From an optimization exercise on the open Yosys and OpenROAD flow, aimed at small area and a short achievable clock period; shortcuts taken in it are not production practice. The RTL was checked by simulation tests, not by an equivalence proof against the original design. Power figures rest on the tool's default switching activity, not on a simulated workload.

[standard.sh]
#!/bin/bash
# synth_recipe.tcl (not shown) runs the flow's synth.tcl, then flattens the netlist and writes it again
# the make line also repeats each setting of config.mk as NAME=value (left out here)
make -C /OpenROAD-flow-scripts/flow DESIGN_CONFIG=/design/flow/config.mk WORK_HOME=/design/flow/orfs CLKGATE_MAP_FILE= SYNTH_SCRIPT=/design/flow/synth_recipe.tcl "${@:-finish}"
[design.v]
package param_rr_scheduler_pkg;
  localparam int DISPATCH_W   = 32;
  localparam int DEST_LSB_DEF = 2;
  function automatic int clog2(input int v);
    int r;
    begin
      r = 0;
      while ((1 << r) < v) r = r + 1;
      clog2 = r;
    end
  endfunction
endpackage
module sched_fifo_sync
#(
  parameter int DATA_W = 32,
  parameter int DEPTH  = 16
) (
  input  logic                  i_clk,
  input  logic                  i_rst,
  input  logic                  i_wr_en,
  input  logic [DATA_W-1:0]     i_wr_data,
  input  logic                  i_rd_en,
  output logic [DATA_W-1:0]     o_rd_data,
  output logic [param_rr_scheduler_pkg::clog2(DEPTH):0] o_count,
  output logic                  o_full,
  output logic                  o_nempty
);
  localparam int AW = param_rr_scheduler_pkg::clog2(DEPTH);
  localparam int BD = DEPTH - 1;    
  logic [DATA_W-1:0] mem [BD];
  logic [DATA_W-1:0] head;
  logic [DATA_W-1:0] mem_rd;
  logic [BD-1:0]     wr_ptr;     
  logic [BD-1:0]     rd_ptr;     
  logic [AW:0]       count;
  logic [AW:0]       count_inc;    
  logic [AW:0]       count_dec;    
  logic [AW:0]       count_p1;
  logic [AW:0]       count_m1;
  logic              nempty;
  logic              one;        
  logic              full;       
  logic              do_wr;
  logic              ld_mem;
  logic              ld_wr;
  logic              sel_wr;
  logic              sel_mem;
  logic              sel_head;
  logic [BD-1:0]     wr_sel;
  logic [BD-1:0]     rd_sel;
  assign o_full    = count[AW];
  assign o_nempty  = nempty;
  assign o_count   = count;
  assign o_rd_data = head;
  assign do_wr     = i_wr_en && !full;
  assign wr_sel    = wr_ptr;
  assign rd_sel    = rd_ptr;
  always_comb begin
    logic ones, zeros;
    ones  = 1'b1;
    zeros = 1'b1;
    for (int i = 0; i <= AW; i++) begin
      count_inc[i] = ones;
      count_dec[i] = zeros;
      ones  = ones  &&  count[i];
      zeros = zeros && !count[i];
    end
  end
  assign count_p1 = count ^ count_inc;
  assign count_m1 = count ^ count_dec;
  assign ld_mem = i_rd_en && !one;
  assign ld_wr  = do_wr && (!nempty || (i_rd_en && one));
  assign sel_wr   = i_rd_en ? one : !nempty;
  assign sel_mem  = i_rd_en && !one;
  assign sel_head = !i_rd_en && nempty;
  always_comb begin
    mem_rd = '0;
    for (int i = 0; i < BD; i++)
      mem_rd = mem_rd | (mem[i] & {DATA_W{rd_sel[i]}});
  end
  always_ff @(posedge i_clk) begin
    head <= (head      & {DATA_W{sel_head}})
          | (mem_rd    & {DATA_W{sel_mem}})
          | (i_wr_data & {DATA_W{sel_wr}});
  end
  always_ff @(posedge i_clk) begin
    if (i_rst) begin
      wr_ptr <= BD'(1);
      rd_ptr <= BD'(1);
      count  <= '0;
      nempty <= 1'b0;
      one    <= 1'b0;
      full   <= 1'b0;
    end else begin
      if (do_wr && !ld_wr) wr_ptr <= {wr_ptr[BD-2:0], wr_ptr[BD-1]};
      if (ld_mem)          rd_ptr <= {rd_ptr[BD-2:0], rd_ptr[BD-1]};
      if (i_rd_en) begin
        count <= do_wr ? count : count_m1;
        one   <= do_wr ? one   : (count == (AW+1)'(2));
        full  <= 1'b0;    
      end else begin
        count <= do_wr ? count_p1 : count;
        one   <= do_wr ? !nempty  : one;
        full  <= do_wr ? (count == (AW+1)'(DEPTH-1)) : full;
      end
      nempty <= do_wr || (nempty && !(i_rd_en && one));
    end
  end
  always_ff @(posedge i_clk) begin
    for (int i = 0; i < BD; i++)
      if (do_wr && wr_sel[i]) mem[i] <= i_wr_data;
  end
endmodule
module param_rr_scheduler
#(
  parameter int NUM_PORTS  = 4,
  parameter int DATA_W     = param_rr_scheduler_pkg::DISPATCH_W,
  parameter int FIFO_DEPTH = 16,
  parameter int NUM_OUT    = 4,
  parameter int DEST_LSB   = param_rr_scheduler_pkg::DEST_LSB_DEF
) (
  input  logic                                      i_clk,
  input  logic                                      i_rst,
  input  logic [NUM_PORTS*DATA_W-1:0]               i_wr_data,
  input  logic [NUM_PORTS-1:0]                      i_wr_en,
  output logic [NUM_PORTS-1:0]                      o_full,
  output logic [NUM_PORTS*(param_rr_scheduler_pkg::clog2(FIFO_DEPTH)+1)-1:0] o_level,
  input  logic                                      i_mode,
  output logic                                      o_cb_valid,
  input  logic                                      i_cb_ready,
  output logic [DATA_W-1:0]                         o_cb_data,
  output logic [param_rr_scheduler_pkg::clog2(NUM_OUT)-1:0]                 o_cb_sel,
  output logic [param_rr_scheduler_pkg::clog2(NUM_PORTS)-1:0]               o_cb_src
);
  localparam int LW    = param_rr_scheduler_pkg::clog2(FIFO_DEPTH) + 1;
  localparam int SEL_W = param_rr_scheduler_pkg::clog2(NUM_OUT);
  localparam int SRC_W = param_rr_scheduler_pkg::clog2(NUM_PORTS);
  logic [DATA_W-1:0]    head [NUM_PORTS];
  logic [LW-1:0]        cnt  [NUM_PORTS];
  logic [NUM_PORTS-1:0] req;
  logic [NUM_PORTS-1:0] pop;
  logic [NUM_PORTS*NUM_PORTS-1:0] rr_ahead;
  logic [NUM_PORTS*NUM_PORTS-1:0] rr_ahead_nx;
  logic [NUM_PORTS-1:0] gnt;
  logic [SRC_W-1:0]     gnt_idx;
  logic                 gnt_vld;
  logic                 loadable;
  logic [DATA_W-1:0]    gnt_data;
  for (genvar k = 0; k < NUM_PORTS; k++) begin : g_q
    sched_fifo_sync #(
      .DATA_W(DATA_W),
      .DEPTH (FIFO_DEPTH)
    ) u_fifo (
      .i_clk    (i_clk),
      .i_rst    (i_rst),
      .i_wr_en  (i_wr_en[k]),
      .i_wr_data(i_wr_data[k*DATA_W +: DATA_W]),
      .i_rd_en  (pop[k]),
      .o_rd_data(head[k]),
      .o_count  (cnt[k]),
      .o_full   (o_full[k]),
      .o_nempty (req[k])
    );
    assign o_level[k*LW +: LW] = cnt[k];
    assign pop[k] = loadable && gnt[k];
  end
  assign loadable = !o_cb_valid || i_cb_ready;
  assign gnt_vld  = |req;
  always_comb begin : p_arb
    logic blocked;
    for (int k = 0; k < NUM_PORTS; k++) begin
      blocked = 1'b0;
      for (int j = 0; j < NUM_PORTS; j++)
        if (j != k)
          blocked = blocked ||
                    (req[j] && (i_mode ? (j < k) : rr_ahead[k*NUM_PORTS + j]));
      gnt[k] = req[k] && !blocked;
    end
  end
  always_comb begin : p_rr_next
    for (int k = 0; k < NUM_PORTS; k++) begin
      for (int j = 0; j < NUM_PORTS; j++) begin
        rr_ahead_nx[k*NUM_PORTS + j] = 1'b0;
        for (int g = 0; g < NUM_PORTS; g++)
          if (j != k &&
              ((j - g - 1 + 2*NUM_PORTS) % NUM_PORTS) <
              ((k - g - 1 + 2*NUM_PORTS) % NUM_PORTS))
            rr_ahead_nx[k*NUM_PORTS + j] = rr_ahead_nx[k*NUM_PORTS + j] || gnt[g];
      end
    end
  end
  always_comb begin
    gnt_idx  = o_cb_src  & {SRC_W{!loadable}};
    gnt_data = o_cb_data & {DATA_W{!loadable}};
    for (int i = 0; i < NUM_PORTS; i++) begin
      gnt_idx  = gnt_idx  | (SRC_W'(i) & {SRC_W{pop[i]}});
      gnt_data = gnt_data | (head[i]   & {DATA_W{pop[i]}});
    end
  end
  assign o_cb_sel = o_cb_data[DEST_LSB +: SEL_W];
  always_ff @(posedge i_clk) begin
    if (i_rst) begin
      o_cb_valid <= 1'b0;
      for (int k = 0; k < NUM_PORTS; k++)
        for (int j = 0; j < NUM_PORTS; j++)
          rr_ahead[k*NUM_PORTS + j] <= (j < k);
    end else if (loadable) begin
      o_cb_valid <= gnt_vld;
      if (gnt_vld) rr_ahead <= rr_ahead_nx;
    end
  end
  always_ff @(posedge i_clk) begin
    o_cb_data <= gnt_data;
    o_cb_src  <= gnt_idx;
  end
endmodule
[flow/run.sh]
#!/bin/bash
# The standard ORFS layout (the standard.sh, standard synthesis), with
# three changes to how the layout is built:
#  - clock tree: larger sink clusters and no dummy loads, so fewer leaf
#    buffers drive the registers (every register still gets its clock
#    through the same three buffer levels);
#  - port buffers: a plain buf_2 on every input and output port instead of
#    the delay cell buffer_ports picks by default;
#  - pin placement: the crossbar output pins (o_cb_*) are kept together in
#    the middle of the top edge (flow/pre_io.tcl), so the output register
#    can sit next to them.
# make's full output goes to flow_make.log here; ORFS keeps each step's log
# under orfs/logs/.
set -euo pipefail
export CTS_ARGS="-sink_clustering_enable -repair_clock_nets -dont_use_dummy_load -sink_clustering_size 24 -sink_clustering_max_diameter 150"
export BUFFER_PORTS_ARGS="-buffer_cell sky130_fd_sc_hd__buf_2"
export PRE_IO_PLACEMENT_TCL="$PWD/flow/pre_io.tcl"
bash standard.sh finish > flow_make.log 2>&1
[config.mk]
export PLATFORM = sky130hd
export DESIGN_NAME = param_rr_scheduler
export DESIGN_NICKNAME = param_rr_scheduler
export VERILOG_FILES = /design/flow/design.v
export SDC_FILE = /design/flow/constraint.sdc
export NUM_CORES = 4
export LEC_CHECK = 0
export CAP_MARGIN = 20
export CORE_MARGIN = 2
export CORE_UTILIZATION = 55
export SETUP_SLACK_MARGIN = 2.5
export SLEW_MARGIN = 20
[constraint.sdc]
create_clock -name core_clock -period 4.5 [get_ports {i_clk}]
set_input_delay 0.9000 -clock core_clock [delete_from_list [all_inputs] [get_ports {i_clk}]]
set_output_delay 0.9000 -clock core_clock [all_outputs]
set_load 0.01 [all_outputs]
[flow/pre_io.tcl]
# Keep the crossbar output pins together on the top edge, centred, so the
# output register sits next to them.
set die [[ord::get_db_block] getDieArea]
set w [expr {[$die xMax] / 1000.0}]
set lo [expr {round($w * 0.5 - 40)}]
set hi [expr {round($w * 0.5 + 40)}]
set_io_pin_constraint -pin_names [get_ports {o_cb_data* o_cb_sel* o_cb_src* o_cb_valid}] -region top:$lo-$hi
==> flow_metrics.py, run 1 <==
metrics = {
    "critical_path": {
        "worstPathMaxFanout": 3,
        "critPathRequiredTime_ns": 3.60,
        "start_kind": "flip-flop",
        "critical_path.cell_chain": "buf_6",
        "worstPathArrival_ns": 1.33,
        "path_delay_family": "flip-flops",
        "criticalPathCategory": "flip-flop to output port",
        "crit_path_end_kind": "output port",
        "worst-path-buf-inv": 1,
        "cpMaxStageDelayCell": "dfxtp_4",
        "slowest_delay_ns": 0.45,
    },
    "cts": {
        "root_buffer": "clkbuf_16",
        "path_clk_slew_ns": 0.10,
        "insertion_delay_ns": 0.77,
        "clock-sinks": 2247,
        "cts_tree": "done",
        "cts_buffers": 103,
        "htreeDepth": 3,
        "cts_hold_buf": 0,
        "cts.path.max_buffers": 3,
    },
    "floorplanning": {
        "initial_core_util_pct": 55.36,
        "fp.dieH_um": 386.8,
        "core_area_um2": 145600,
        "dieArea_um2": 149600,
        "die_x_um": 386.8,
        "io_pins": 197,
        "rows": 140,
    },
    "global_routing": {
        "antenna_found_initial": 40,
        "gr-total-overflow": 0,
        "grt_max_degree": 90,
        "track_usage_pct": 30.66,
        "grt_first_pass_wirelength_um": 329100,
        "grt_pass1_vias": 43440,
    },
    "place": {
        "routabilityCongestion": 0.8596,
        "hpwl_um": 126600,
        "port_buffers": 196,
    },
    "detailed_routing": {
        "first_pass_iters": 10,
        "routed_wl_um": 236400,
        "drc": 0,
        "routed-via-count": 46150,
        "ant_nets": 0,
        "drt-initial-drc-count": 6419,
        "wl_per_cell_um": 35.61,
        "viasPerCell": 6.951,
    },
    "synth": {
        "syn_inst": 4597,
        "ys_seq_elements": 2247,
        "yosys.area.top_type_share_pct": 71.55,
        "syn-cell-area_um2": 80580,
        "synth_fp_nets": 4733,
        "ys_types": 62,
        "yosys-top-cells-area": "edfxtp_1, dfxtp_1, a221oi_1",
        "synth_area_leader_cell": "edfxtp_1",
        "ys_async_sr_fraction_pct": 0,
        "yosys_warnings": 5,
        "synth_edf_count": 1920,
        "ys_seq_area_share_pct": 79.67,
        "syn_area_per_cell_um2": 17.53,
        "ys.flop_type": "edfxtp_1",
    },
    "final_layout": {
        "fill_cells": 10660,
        "fin_nets": 4845,
        "syn_to_final_growth_pct": 9.080,
        "drive_gt1_share_pct": 15.08,
        "final_core_utilization_pct": 60.38,
    },
    "sta": {
        "min_period_ns": 2.230,
        "setup_violations": 0,
        "fmax_mhz": 448.5,
        "worst_pin_slew_ns": 1.162,
        "maxSlewViolCount": 0,
        "finalHoldViolations": 0,
        "relSlewSlack_pct": 22.53,
        "finalCritPeriodShare_pct": 49.55,
        "clock_skew_ns": 0.05744,
        "rsz0062_at_grt": "true",
        "setup_tns_ns": 0,
    },
    "power_and_ir_drop": {
        "leakagePower_uw": 0.02753,
        "power_density_nw_per_um2": 414.1,
        "ir_drop_v": 0.0003068,
    },
    "min_path": {
        "min_path_type": "flip-flop to flip-flop",
    },
    "flow_run": {
        "maxCapViolCount": 0,
    },
    "run_status": {
        "outcome": "no timing/DRC/antenna violations",
    },
}
==> cell usage after synthesis, drive strengths merged, types with 87 or more instances <==
master,count
dfxtp,327
nand2,200
nor2,87
a22o,256
edfxtp,1920
clkbuf,278
a22oi,291
a221oi,256
a21oi,90
and3,129
buf,88
a222oi,160
a31oi,133
a221o,128
==> state kept, by name (all words and copies together), names as in the netlist, 2 cells and up <==
signal,flops
o_cb_data,32
g_q.u_fifo.head,128
g_q.u_fifo.one,4
g_q.u_fifo.count,20
g_q.u_fifo.nempty,4
g_q.u_fifo.wr_ptr,60
o_cb_src,2
g_q.u_fifo.rd_ptr,60
rr_ahead,12
g_q.u_fifo.mem,1920
g_q.u_fifo.full,4
==> cells in the final DEF, fill, tap and decap left out, types with 100 or more instances in the layout <==
cell type / netlist / final
nand2_1: 200 / 197
a221oi_1: 256 / 249
and3_1: 129 / 129
a221o_1: 128 / 128
a22oi_1: 289 / 288
buf_2: 45 / 133
a31oi_1: 133 / 132
dfxtp_1: 327 / 220
buf_4: 25 / 100
a222oi_1: 160 / 160
a22o_1: 256 / 256
clkbuf_16: 0 / 105
edfxtp_1: 1920 / 1920
==> final timing paths <==
check	slack, ns	end	depth (start not counted)	startpoint
worst max register to register	2.31	o_cb_data[9]	5	g_q[2].u_fifo.nempty
worst min-delay path	0.47	g_q[3].u_fifo.rd_ptr[14]	2	g_q[3].u_fifo.rd_ptr[14]
worst max-delay path	2.27	o_full[3]	1	g_q[3].u_fifo.count[4]
worst min register to register	0.47	g_q[3].u_fifo.rd_ptr[14]	2	g_q[3].u_fifo.rd_ptr[14]
==> cells by family after synthesis <==
family	count (synthesis)	share of synthesized area, %
xor+xnor	17	0.1848
mux	59	0.7391
simple gates	553	3.505
compound gates	1346	13.87
flops	2247	79.67
buf+inv	375	2.026
==> per-layer routing <==
metal	wire [um]	track usage, %	share of wire, %	vias up
met4	8860	10.54	3.7	34
met2	110300	47.83	47	2468
li1	-	-	-	19320
met5	227	0	0.096	-
met1	94010	43.81	40	23950
met3	23000	5.708	9.7	381
==> cell type report <==
class | count | area (um2) | share of cell area (%)
repair buffers | 351 | 3010 | 3.425
well taps | 1917 | 2399 | 2.729
inverters | 9 | 33.78 | 0.03843
flip-flops and latches | 2247 | 64460 | 73.33
clock buffers | 103 | 2577 | 2.932
diodes | 16 | 40.04 | 0.04555
multi-input cells | 1997 | 15380 | 17.50
==> timing repair <==
item                                    in CTS  in global routing
endpoints found under the setup margin    1335                709
pin swaps                                   27                 30
gates resized for setup                    264                 51
setup buffers                               58                 11
gates cloned                                 9                 18
==> through the flow <==
stage | hold slack (ns) | std cells | area [um2] | total power, uW | worst slack [ns]
6_report | 0.4660 | 6640 | 87900 | 36400 | 2.270
5_1_grt | 0.4803 | 6633 | 87880 | 37280 | 2.250
4_1_cts | 0.4565 | 6595 | 87420 | 36350 | 2.257
3_5_place_dp | 0.4438 | 6425 | 83340 | 26200 | 1.156
3_3_place_gp | 0.4389 | 6425 | 83340 | 26170 | 1.176
2_1_floorplan | 0.4229 | 4597 | 81160 | 24890 | 2.205
==> power breakdown <==
part,leakage (uW),internal (uW),switching [uW],total (uW)
clock network,0.00127,4090,6070,10200
logic,0.00615,971,1410,2380
registers,0.0201,23100,797,23900
==> inputs of run 2 (changes only) <==
--- a/config.mk
+++ b/config.mk
@@ -8,5 +8,5 @@
 export CAP_MARGIN = 20
 export CORE_MARGIN = 2
 export CORE_UTILIZATION = 55
-export SETUP_SLACK_MARGIN = 2.5
+export SETUP_SLACK_MARGIN = 2.6
 export SLEW_MARGIN = 20
==> run 2 against run 1 <==
  * Still clean on timing, DRC and antenna
  * Global-route usage grew 1.6 points
  * Clock skew up 0.0065 ns
  * Synthesized cell count unchanged
  * Count of clock-buffer cells in the layout did not move
  * Non-clock buffer count up 72
  * Sequential share of layout area fell by 1.5 points
  * Largest power group unchanged
  * Highest routed layer unchanged
==> flow_metrics.py, run 2 <==
metrics = {
    "run_status": {
        "outcome": "no timing/DRC/antenna violations",
    },
    "synth": {
        "ys_types": 62,
        "synth_fp_nets": 4733,
        "yosys_warnings": 5,
        "yosys.area.top_type_share_pct": 71.55,
        "yosys-top-cells-area": "edfxtp_1, dfxtp_1, a221oi_1",
        "ys.flop_type": "edfxtp_1",
        "syn_inst": 4597,
        "ys_seq_area_share_pct": 79.67,
        "syn_area_per_cell_um2": 17.53,
        "synth_area_leader_cell": "edfxtp_1",
        "ys_seq_elements": 2247,
        "ys_async_sr_fraction_pct": 0,
        "syn-cell-area_um2": 80580,
        "synth_common_cells": "edfxtp_1, dfxtp_1, a22oi_1, clkbuf_1",
        "synth_edf_count": 1920,
        "yosysMostFrequentCell": "edfxtp_1",
    },
    "floorplanning": {
        "core_area_um2": 145600,
        "dieArea_um2": 149600,
        "io_pins": 197,
        "initial_core_util_pct": 55.36,
        "die_x_um": 386.8,
        "rows": 140,
        "fp.dieH_um": 386.8,
    },
    "critical_path": {
        "path_delay_family": "flip-flops",
        "critical_path.cell_chain": "buf_6",
        "cpMaxStageDelayCell": "dfxtp_4",
        "slowest_delay_ns": 0.44,
        "worstPathMaxFanout": 3,
        "criticalPathCategory": "flip-flop to output port",
        "worst-path-buf-inv": 1,
        "start_kind": "flip-flop",
        "worstPathArrival_ns": 1.32,
        "critPathRequiredTime_ns": 3.60,
        "crit_path_end_kind": "output port",
    },
    "min_path": {
        "min_path_type": "flip-flop to flip-flop",
    },
    "global_routing": {
        "gr-total-overflow": 0,
        "grt_max_degree": 118,
        "grt_first_pass_wirelength_um": 343400,
        "track_usage_pct": 32.27,
        "grt_pass1_vias": 44030,
        "antenna_found_initial": 38,
    },
    "sta": {
        "worst_pin_slew_ns": 1.173,
        "setup_violations": 0,
        "finalCritPeriodShare_pct": 49.30,
        "rsz0062_at_grt": "true",
        "maxSlewViolCount": 0,
        "relSlewSlack_pct": 21.83,
        "setup_tns_ns": 0,
        "fmax_mhz": 450.7,
        "finalHoldViolations": 0,
        "min_period_ns": 2.219,
        "clock_skew_ns": 0.06397,
    },
    "detailed_routing": {
        "routed-via-count": 47660,
        "wl_per_cell_um": 37.47,
        "routed_wl_um": 253100,
        "wl_met3_um": 27370,
        "dr_wl_met2_um": 116300,
        "m1WireLength_um": 96780,
        "topRoutingLayerUsed": "met5",
        "first_pass_iters": 9,
        "drt-initial-drc-count": 7320,
        "drc": 0,
        "ant_nets": 0,
        "viasPerCell": 7.055,
    },
    "cts": {
        "cts_tree": "done",
        "root_buffer": "clkbuf_16",
        "clock-sinks": 2247,
        "insertion_delay_ns": 0.76,
        "cts.path.max_buffers": 3,
        "cts_buffers": 103,
        "htreeDepth": 3,
        "path_clk_slew_ns": 0.10,
    },
    "final_layout": {
        "final_common_cell": "edfxtp_1",
        "fin_nets": 4957,
        "drive_gt1_share_pct": 17.85,
        "final_cell_mix": "edfxtp_1, a22oi_1, a22o_1, a221oi_1, dfxtp_1",
        "instances_no_fill": 6755,
        "regMostFlops": "g_q.u_fifo.mem",
        "largest_register_ffs": 1920,
        "reg_top3": "g_q.u_fifo.mem (1920), g_q.u_fifo.head (128)",
        "syn_to_final_growth_pct": 11.42,
    },
    "power_and_ir_drop": {
        "swShare_pct": 23.05,
        "switchingPower_uw": 8460,
        "p_int_uw": 28240,
        "ir_drop_v": 0.0004220,
        "pwr-share-clk_pct": 27.8,
        "leakagePower_uw": 0.02835,
        "power_frac_comb_pct": 7.2,
        "power_density_nw_per_um2": 408.8,
        "seq_power_share_pct": 65.0,
    },
    "place": {
        "routabilityCongestion": 0.8447,
        "dp.cells": 6423,
        "hpwl_um": 124800,
        "port_buffers": 196,
    },
    "flow_run": {
        "maxCapViolCount": 0,
    },
}
## run 2: cell counts after synthesis
Identical to the previous run, type by type.
## run 2: power by group through the flow
stage                     logic [uW]  clock network (uW)  registers (uW)
after detailed placement        1950                   0           24300
after floorplan                 1160                   0           23700
after global routing            2770               10900           23800
final                           2660               10200           23900
after CTS                       2330               10300           23800
after global placement          1920                   0           24300
## run 2: what timing repair did
action,in CTS,in global routing
pin swaps,83,66
setup buffers,77,48
setup endpoints to repair,1566,1257
resized for setup,328,151
cloned,47,38
hold buffers,0,0
## run 2: layout make-up
type / count / area, um2
sequential: 2247 / 64500
fill: 10570 / 55780
multi-input combinational: 2037 / 15970
timing repair buffer: 423 / 4242
clock buffer: 103 / 2577
tap: 1917 / 2399
antenna: 19 / 47.55
inverter: 9 / 37.54
## run 2: cells by family (layout without fill, tap and decap cells)
family / count (synthesis) / after routing / share of synthesized area (%)
AOI/OAI and AO/OA: 1346 / 1346 / 13.87
xor gates and xnor gates: 17 / 17 / 0.1848
buffers and inverters: 375 / 535 / 2.026
DFF: 2247 / 2247 / 79.67
muxes: 59 / 59 / 0.7391
other: 0 / 19 / 0
and+or+nand+nor: 553 / 615 / 3.505
## run 2: path summary, 6_finish.rpt
| check | startpoint | to | slack (ns) | cells past startpoint |
|---|---|---|---|---|
| worst max-delay path | g_q[3].u_fifo.count[4] | o_full[3] | 2.28 | 1 |
| worst min-delay path | rr_ahead[11] | rr_ahead[11] | 0.47 | 2 |
| worst max register to register | g_q[2].u_fifo.nempty | o_cb_data[24] | 2.35 | 6 |
| worst min register to register | rr_ahead[11] | rr_ahead[11] | 0.47 | 2 |
## run 2: stage by stage
step	total power [uW]	hold WS (ns)	setup WS (ns)	area [um2]	utilization (%)
6_report	36700	0.4673	2.281	89780	61.68
4_1_cts	36420	0.4672	2.245	88100	60.52
5_1_grt	37550	0.4876	2.225	89750	61.66
2_1_floorplan	24900	0.4229	2.205	81240	-
3_5_place_dp	26220	0.4383	1.130	83390	57.29
3_3_place_gp	26180	0.4344	1.162	83370	57.27
## run 2: layer usage
layer  GRT usage [%]  vias up
met5               0        -
met4           12.92       36
met3           7.364      540
met2           50.02     2746
met1           44.66    24760
li1                -    19580
==> inputs of run 3 (changes only) <==
--- a/config.mk
+++ b/config.mk
@@ -7,6 +7,6 @@
 export LEC_CHECK = 0
 export CAP_MARGIN = 20
 export CORE_MARGIN = 2
-export CORE_UTILIZATION = 55
-export SETUP_SLACK_MARGIN = 2.6
+export CORE_UTILIZATION = 62
+export SETUP_SLACK_MARGIN = 2.5
 export SLEW_MARGIN = 20
==> run 3 against run 2 <==
  * Critical path depth unchanged
  * Combinational power decreased by 15%
  * Non-clock buffer count fell by 90
  * Register-to-register slack improved by 0.13 ns
  * First-iteration DRC count fell by 0.74%
  * Synthesized area did not move
  * Still clean
  * Clock power barely moved
  * Largest cell class unchanged
  * Sequential power hardly changed
  * Total power is 1.4% lower
==> flow_metrics.py, run 3 <==
metrics = {
    "final_layout": {
        "drive_gt1_share_pct": 14.34,
        "syn_to_final_growth_pct": 8.203,
        "final_cell_mix": "edfxtp_1, a22oi_1, a22o_1, a221oi_1, dfxtp_1",
        "largest_register_ffs": 1920,
        "reg_top3": "g_q.u_fifo.mem (1920), g_q.u_fifo.head (128)",
        "instances_no_fill": 6440,
        "fin_nets": 4818,
        "regMostFlops": "g_q.u_fifo.mem",
        "fill_cells": 8637,
        "final_common_cell": "edfxtp_1",
    },
    "min_path": {
        "hp-start": "rr_ahead[12]",
        "min_path_type": "flip-flop to flip-flop",
    },
    "critical_path": {
        "start_kind": "flip-flop",
        "crit_path_start": "g_q[0].u_fifo.count[4]",
        "worstPathMaxFanout": 3,
        "slowest_delay_ns": 0.43,
        "critPathRequiredTime_ns": 3.60,
        "worstPathArrival_ns": 1.30,
        "cpMaxStageDelayCell": "dfxtp_4",
        "r2r_start": "o_cb_valid",
        "worst-path-buf-inv": 1,
        "path_delay_family": "flip-flops",
        "criticalPathCategory": "flip-flop to output port",
        "crit_path_end_kind": "output port",
        "critical_path.cell_chain": "buf_6",
    },
    "sta": {
        "worst_pin_slew_ns": 1.158,
        "setup_violations": 0,
        "clock_skew_ns": 0.02765,
        "relSlewSlack_pct": 22.83,
        "rsz0062_at_grt": "true",
        "maxSlewViolCount": 0,
        "finalHoldViolations": 0,
        "fmax_mhz": 454.8,
        "finalCritPeriodShare_pct": 48.86,
        "setup_tns_ns": 0,
        "min_period_ns": 2.199,
    },
    "global_routing": {
        "grt_pass1_vias": 43130,
        "grt_max_degree": 119,
        "grt_first_pass_wirelength_um": 320300,
        "antenna_found_initial": 34,
        "gr-total-overflow": 0,
        "track_usage_pct": 34.02,
    },
    "cts": {
        "cts.path.max_buffers": 3,
        "cts_tree": "done",
        "cts_buffers": 103,
        "insertion_delay_ns": 0.75,
        "htreeDepth": 3,
        "root_buffer": "clkbuf_16",
        "path_clk_slew_ns": 0.10,
        "clock-sinks": 2247,
    },
    "flow_run": {
        "maxCapViolCount": 0,
    },
    "synth": {
        "synth_common_cells": "edfxtp_1, dfxtp_1, a22oi_1, clkbuf_1",
        "ys.flop_type": "edfxtp_1",
        "ys_seq_elements": 2247,
        "syn_area_per_cell_um2": 17.53,
        "ys_seq_area_share_pct": 79.67,
        "ys_types": 62,
        "synth_fp_nets": 4733,
        "synth_area_leader_cell": "edfxtp_1",
        "syn-cell-area_um2": 80580,
        "synth_edf_count": 1920,
        "yosys_warnings": 5,
        "yosys.area.top_type_share_pct": 71.55,
        "ys_async_sr_fraction_pct": 0,
        "yosysMostFrequentCell": "edfxtp_1",
        "syn_inst": 4597,
        "yosys-top-cells-area": "edfxtp_1, dfxtp_1, a221oi_1",
    },
    "detailed_routing": {
        "routed_wl_um": 230600,
        "drt-initial-drc-count": 7266,
        "routed-via-count": 46370,
        "ant_nets": 0,
        "first_pass_iters": 8,
        "wl_per_cell_um": 35.81,
        "drc": 0,
        "viasPerCell": 7.200,
    },
    "place": {
        "dp.cells": 6243,
        "hpwl_um": 120700,
        "routabilityCongestion": 0.8363,
        "port_buffers": 196,
    },
    "floorplanning": {
        "die_x_um": 364.5,
        "dieArea_um2": 132900,
        "initial_core_util_pct": 62.31,
        "io_pins": 197,
        "rows": 132,
        "core_area_um2": 129300,
        "fp.dieH_um": 364.5,
    },
    "power_and_ir_drop": {
        "power_frac_comb_pct": 6.3,
        "seq_power_share_pct": 65.9,
        "p_int_uw": 28040,
        "ir_drop_v": 0.0004131,
        "power_density_nw_per_um2": 414.9,
        "switchingPower_uw": 8139,
        "swShare_pct": 22.50,
        "leakagePower_uw": 0.02731,
        "pwr-share-clk_pct": 27.9,
    },
    "run_status": {
        "outcome": "no timing/DRC/antenna violations",
    },
}
==> run 3: cell counts after synthesis <==
Identical to the previous run, type by type.
==> run 3: power groups by stage <==
stage / Sequential, uW / Combinational (uW) / Clock [uW]
after floorplan: 23700 / 1150 / 0
after global placement: 24300 / 1860 / 0
after detailed placement: 24300 / 1900 / 0
after CTS: 23800 / 2170 / 10100
after global routing: 23800 / 2390 / 10800
final: 23800 / 2270 / 10100
==> run 3: worst paths after layout <==
| path | to | slack [ns] | depth (start not counted) |
|---|---|---|---|
| setup / recovery | o_full[0] | 2.30 | 1 |
| hold / removal | rr_ahead[12] | 0.46 | 2 |
| setup reg to reg | o_cb_data[5] | 2.48 | 8 |
| hold reg to reg | rr_ahead[12] | 0.46 | 2 |
==> run 3: routing by layer <==
metal | global-route usage [%] | vias to the layer above | share of wire, %
met5 | 0 | - | 0.13
met4 | 12.83 | 31 | 4.3
met3 | 7.086 | 439 | 11
met2 | 52.70 | 2785 | 47
met1 | 48.22 | 23890 | 38
li1 | - | 19220 | -
==> run 3: repair_timing <==
| action | CTS | global route |
|---|---|---|
| hold buffers | 0 | 0 |
| pin swaps | 16 | 16 |
| setup buffers | 48 | 12 |
| cloned | 5 | 11 |
| resized for setup | 230 | 49 |
| endpoints found under the setup margin | 873 | 1138 |
==> run 3: cells by family after synthesis <==
family / after synthesis / share of synthesized area (%)
AO/OA/AOI/OAI: 1346 / 13.87
buffers and inverters: 375 / 2.026
flip-flops: 2247 / 79.67
multiplexers: 59 / 0.7391
XOR/XNOR: 17 / 0.1848
AND/OR/NAND/NOR: 553 / 3.505
==> run 3: final cells by class <==
class                   instances  area, um2  area share [%]
flip-flops and latches       2247      64450           73.92
multi-input cells            1988      15210           17.45
repair buffers                333       2690           3.085
clock buffers                 103       2577           2.956
well taps                    1742       2180           2.500
diodes                         18      45.04         0.05166
inverters                       9      37.54         0.04305
==> run 3: stage by stage <==
step | util, % | setup WS (ns) | total power, uW | area, um2 | hold slack, ns
4_1_cts | 67.09 | 2.268 | 36080 | 86750 | 0.4596
3_5_place_dp | 64.22 | 1.272 | 26150 | 83050 | 0.4451
6_report | 67.42 | 2.301 | 36180 | 87190 | 0.4586
3_3_place_gp | 64.22 | 1.328 | 26110 | 83050 | 0.4316
5_1_grt | 67.41 | 2.259 | 37000 | 87170 | 0.4847
2_1_floorplan | - | 2.205 | 24890 | 81160 | 0.4229

==> afterwards: timing with drivers on the ports <==
No port has a modelled driver above. Below, the same layouts with a new extraction and two added sets of constraints.
Step 1, drivers: a clkbuf_16 drives i_clk and a buf_2 each remaining input, both assumed.
Step 2 also shifts input and output timing later by t, the mid clock arrival at the registers, as if the neighbouring blocks saw the same clock.
Three values: no drivers, after step 1, after step 2; two values: the first two.
| run | t (ns) | slack for setup (ns) | worst setup path after step 2 |
|---|---|---|---|
| run 1 | 0.822 | 2.270 / 2.187 / 1.503 | input to register |
| run 2 | 0.817 | 2.281 / 2.195 / 1.529 | input to register |
| run 3 | 0.816 | 2.301 / 2.221 / 1.596 | input to register |
After both steps every run listed still meets setup and hold. For run 1, which loses most, drivers alone change the setup slack by -0.083 ns; drivers and shift together by -0.767 ns.
